Source: an optimization exercise on an open RTL-to-GDS flow (aim: small area). Production flows keep margins and buffers that such runs may drop.
Only simulation tests tie the RTL to the original design; equivalence was not proved.

==> build 39 <==
==> flow/design.v <==
module writeback_register_file #(
  parameter int DATA_W   = 32,
  parameter int NUM_REGS = 32,
  parameter int COUNT_W  = 16
) (
  input  logic               clk,
  input  logic               Reset,
  input  logic               WriteBackEnableInput,
  input  logic               MemoryReadEnableInput,
  input  logic [DATA_W-1:0]  ALUResultInput,
  input  logic [DATA_W-1:0]  MemoryReadData,
  input  logic [4:0]         DestinationRegisterInput,
  input  logic [4:0]         ReadRegister1,
  input  logic [4:0]         ReadRegister2,
  output logic [DATA_W-1:0]  ReadData1,
  output logic [DATA_W-1:0]  ReadData2,
  output logic [DATA_W-1:0]  WriteBackData,
  output logic [4:0]         WriteBackRegister,
  output logic               WriteBackCommit,
  output logic [COUNT_W-1:0] CommitCount
);
  logic [DATA_W-1:0]   regs_q [1:NUM_REGS-1];
  logic [NUM_REGS-1:1] valid_q;
  logic [COUNT_W-1:0]  cnt_q;
  logic [DATA_W-1:0]   wb_data;
  logic                accept;
  logic [NUM_REGS-1:1] we;
  logic [NUM_REGS-1:1] sel1;
  logic [NUM_REGS-1:1] sel2;
  logic [DATA_W-1:0]   rd1;
  logic [DATA_W-1:0]   rd2;
  assign wb_data = MemoryReadEnableInput
                 ? MemoryReadData
                 : ALUResultInput;
  assign accept = WriteBackEnableInput
               && (DestinationRegisterInput != 5'd0);
  always_comb begin
    for (int i = 1; i < NUM_REGS; i++) begin
      we[i]   = WriteBackEnableInput && (DestinationRegisterInput == 5'(i));
      sel1[i] = valid_q[i] && (ReadRegister1 == 5'(i));
      sel2[i] = valid_q[i] && (ReadRegister2 == 5'(i));
    end
  end
  always_ff @(posedge clk or negedge Reset) begin
    if (!Reset) begin
      valid_q <= '0;
      cnt_q   <= '0;
    end else begin
      valid_q <= valid_q | we;
      if (accept) begin
        cnt_q <= cnt_q + 1'b1;
      end
    end
  end
  for (genvar i = 1; i < NUM_REGS; i++) begin : g_reg
    logic              we_n;
    logic [DATA_W-1:0] nxt;
    assign we_n = ~we[i];
    for (genvar b = 0; b < DATA_W; b++) begin : g_bit
      rf_ao22 u_ld (
        .a1(we[i]), .a2(wb_data[b]),
        .b1(we_n),  .b2(regs_q[i][b]),
        .x(nxt[b])
      );
    end
    always_ff @(posedge clk) begin
      regs_q[i] <= nxt;
    end
  end
  localparam int NLEAF = (NUM_REGS + 1) / 3;   
  logic [3*NLEAF-1:0] s1_pad, s2_pad;
  logic [DATA_W-1:0]  d_pad [3*NLEAF];
  logic [NLEAF-1:0]   leaf1_n [DATA_W];
  logic [NLEAF-1:0]   leaf2_n [DATA_W];
  always_comb begin
    s1_pad = '0;
    s2_pad = '0;
    for (int i = 1; i < NUM_REGS; i++) begin
      s1_pad[i-1] = sel1[i];
      s2_pad[i-1] = sel2[i];
    end
  end
  for (genvar k = 0; k < 3*NLEAF; k++) begin : g_pad
    if (k < NUM_REGS - 1) begin : g_r
      assign d_pad[k] = regs_q[k+1];
    end else begin : g_z
      assign d_pad[k] = '0;
    end
  end
  for (genvar b = 0; b < DATA_W; b++) begin : g_bit
    for (genvar l = 0; l < NLEAF; l++) begin : g_leaf
      if (3*l + 2 < NUM_REGS - 1) begin : g_full
        rf_aoi222 u1 (
          .s(s1_pad[3*l +: 3]),
          .d({d_pad[3*l+2][b], d_pad[3*l+1][b], d_pad[3*l][b]}),
          .y_n(leaf1_n[b][l])
        );
        rf_aoi222 u2 (
          .s(s2_pad[3*l +: 3]),
          .d({d_pad[3*l+2][b], d_pad[3*l+1][b], d_pad[3*l][b]}),
          .y_n(leaf2_n[b][l])
        );
      end else begin : g_part
        assign leaf1_n[b][l] = ~|(s1_pad[3*l +: 3] & {d_pad[3*l+2][b], d_pad[3*l+1][b], d_pad[3*l][b]});
        assign leaf2_n[b][l] = ~|(s2_pad[3*l +: 3] & {d_pad[3*l+2][b], d_pad[3*l+1][b], d_pad[3*l][b]});
      end
    end
    assign rd1[b] = ~&leaf1_n[b];
    assign rd2[b] = ~&leaf2_n[b];
  end
  assign ReadData1         = rd1;
  assign ReadData2         = rd2;
  assign WriteBackData     = wb_data;
  assign WriteBackCommit   = accept;
  assign WriteBackRegister = accept
                           ? DestinationRegisterInput
                           : 5'd0;
  assign CommitCount       = cnt_q;
endmodule
module rf_aoi222 (
  input  logic [2:0] s,
  input  logic [2:0] d,
  output logic       y_n
);
  assign y_n = ~|(s & d);
endmodule
module rf_ao22 (
  input  logic a1,
  input  logic a2,
  input  logic b1,
  input  logic b2,
  output logic x
);
  assign x = (a1 & a2) | (b1 & b2);
endmodule
==> flow/flow/run.sh <==
#!/bin/bash
# Standard ORFS layout, with two changes:
#  - ports are buffered with the smallest buffer (buf_1) instead of the
#    cell buffer_ports picks on its own;
#  - clock tree synthesis uses larger sink clusters and no dummy loads.
# ORFS writes each step's full log under orfs/logs/; make's own output is
# kept in standard.log.
set -uo pipefail
export BUFFER_PORTS_ARGS="-buffer_cell sky130_fd_sc_hd__buf_1"
export CTS_ARGS="-sink_clustering_enable -repair_clock_nets -buf_list sky130_fd_sc_hd__clkbuf_4 -sink_clustering_size 8 -sink_clustering_max_diameter 40 -dont_use_dummy_load"
bash standard.sh finish > standard.log 2>&1
==> flow/standard.sh <==
#!/bin/bash
# synth_recipe.tcl (not shown) runs the flow's synth.tcl, then flattens the netlist and writes it again
# the make line also repeats each setting of config.mk as NAME=value (left out here)
make -C /OpenROAD-flow-scripts/flow DESIGN_CONFIG=/design/flow/config.mk WORK_HOME=/design/flow/orfs CLKGATE_MAP_FILE= SYNTH_SCRIPT=/design/flow/synth_recipe.tcl "${@:-finish}"
==> flow/config.mk <==
export PLATFORM = sky130hd
export DESIGN_NAME = writeback_register_file
export DESIGN_NICKNAME = writeback_register_file
export VERILOG_FILES = /design/flow/design.v
export SDC_FILE = /design/flow/constraint.sdc
export NUM_CORES = 4
export LEC_CHECK = 0
export CAP_MARGIN = 20
export CORE_MARGIN = 2
export CORE_UTILIZATION = 65
export SLEW_MARGIN = 20
export SYNTH_HIERARCHICAL = 1
export SYNTH_MINIMUM_KEEP_SIZE = 0
==> flow/constraint.sdc <==
create_clock -name core_clock -period 9.0 [get_ports {clk}]
set_input_delay 1.8000 -clock core_clock [delete_from_list [all_inputs] [get_ports {clk}]]
set_output_delay 1.8000 -clock core_clock [all_outputs]
set_load 0.01 [all_outputs]
==> build 35: changes against build 39 <==
==> flow/run.sh (new file) <==
#!/bin/bash
# synth_recipe.tcl (not shown) runs the flow's synth.tcl, then flattens the netlist and writes it again
# the make line also repeats each setting of config.mk as NAME=value (left out here)
make -C /OpenROAD-flow-scripts/flow DESIGN_CONFIG=/design/flow/config.mk WORK_HOME=/design/flow/orfs CLKGATE_MAP_FILE= SYNTH_SCRIPT=/design/flow/synth_recipe.tcl finish
- CORE_UTILIZATION: 65 -> 60
- CTS_BUF_LIST: unset -> sky130_fd_sc_hd__clkbuf_8
removed: flow/flow/run.sh
removed: flow/standard.sh
==> results.py <==
metrics = {
    "route": {
        "wl_um": 187000,
    },
    "run_status": {
        "status": "finished clean",
    },
    "finish": {
        "multi_input_area_mm2": 0.0186,
        "nClkBuffers": 157,
        "diodes": 12,
    },
    "clocking": {
        "root_buffer": "clkbuf_4",
    },
    "die": {
        "dieArea_mm2": 0.0632,
        "initial_core_util": 0.658,
    },
    "placement": {
        "placed_area_mm2": 0.0425,
    },
}
the above is filed under build 39

==> results.py <==
metrics = {
    "run_status": {
        "status": "finished clean",
    },
    "die": {
        "dieArea_mm2": 0.0684,
        "initial_core_util": 0.606,
    },
    "finish": {
        "sh_seq_area": 0.446,
        "nClkBuffers": 221,
        "diodes": 6,
    },
    "route": {
        "dr_wl_met3_um": 36400,
    },
    "global_routing": {
        "grt_max_degree": 48,
    },
    "sta": {
        "maxSlewHeadroom": 0.0563,
    },
}
the above is filed under build 35

re-timing with driven ports:
The results above use ideal ports. As a check the final layouts listed here were re-extracted and re-timed, cells and wires unchanged.
Step 1 assumes that a clkbuf_16 drives the clock port and a buf_2 every other input.
Step 2, shift: input delay + t, output delay - t, t = (earliest + latest rising clock arrival at the registers) / 2. This alone moves slack from input paths to output paths.
Slacks: ideal / step 1 / step 2; pairs: ideal / step 1.
run | t, ns | slack for setup (ns) | latest minus earliest clock arrival (ns) | worst register clock-pin slew, ns | worst slew at a driven data input, ns
build 39 | 1.135 | 2.223 / 2.150 / 2.150 | 0.080 / 0.080 | 0.10 / 0.10 | 0.10
build 35 | 0.888 | 1.314 / 1.190 / 1.190 | 0.042 / 0.042 | 0.07 / 0.07 | 0.16
After both steps every run listed still meets setup and hold. For build 35, which loses most, drivers alone change the setup slack by -0.124 ns; drivers and shift together by -0.124 ns.
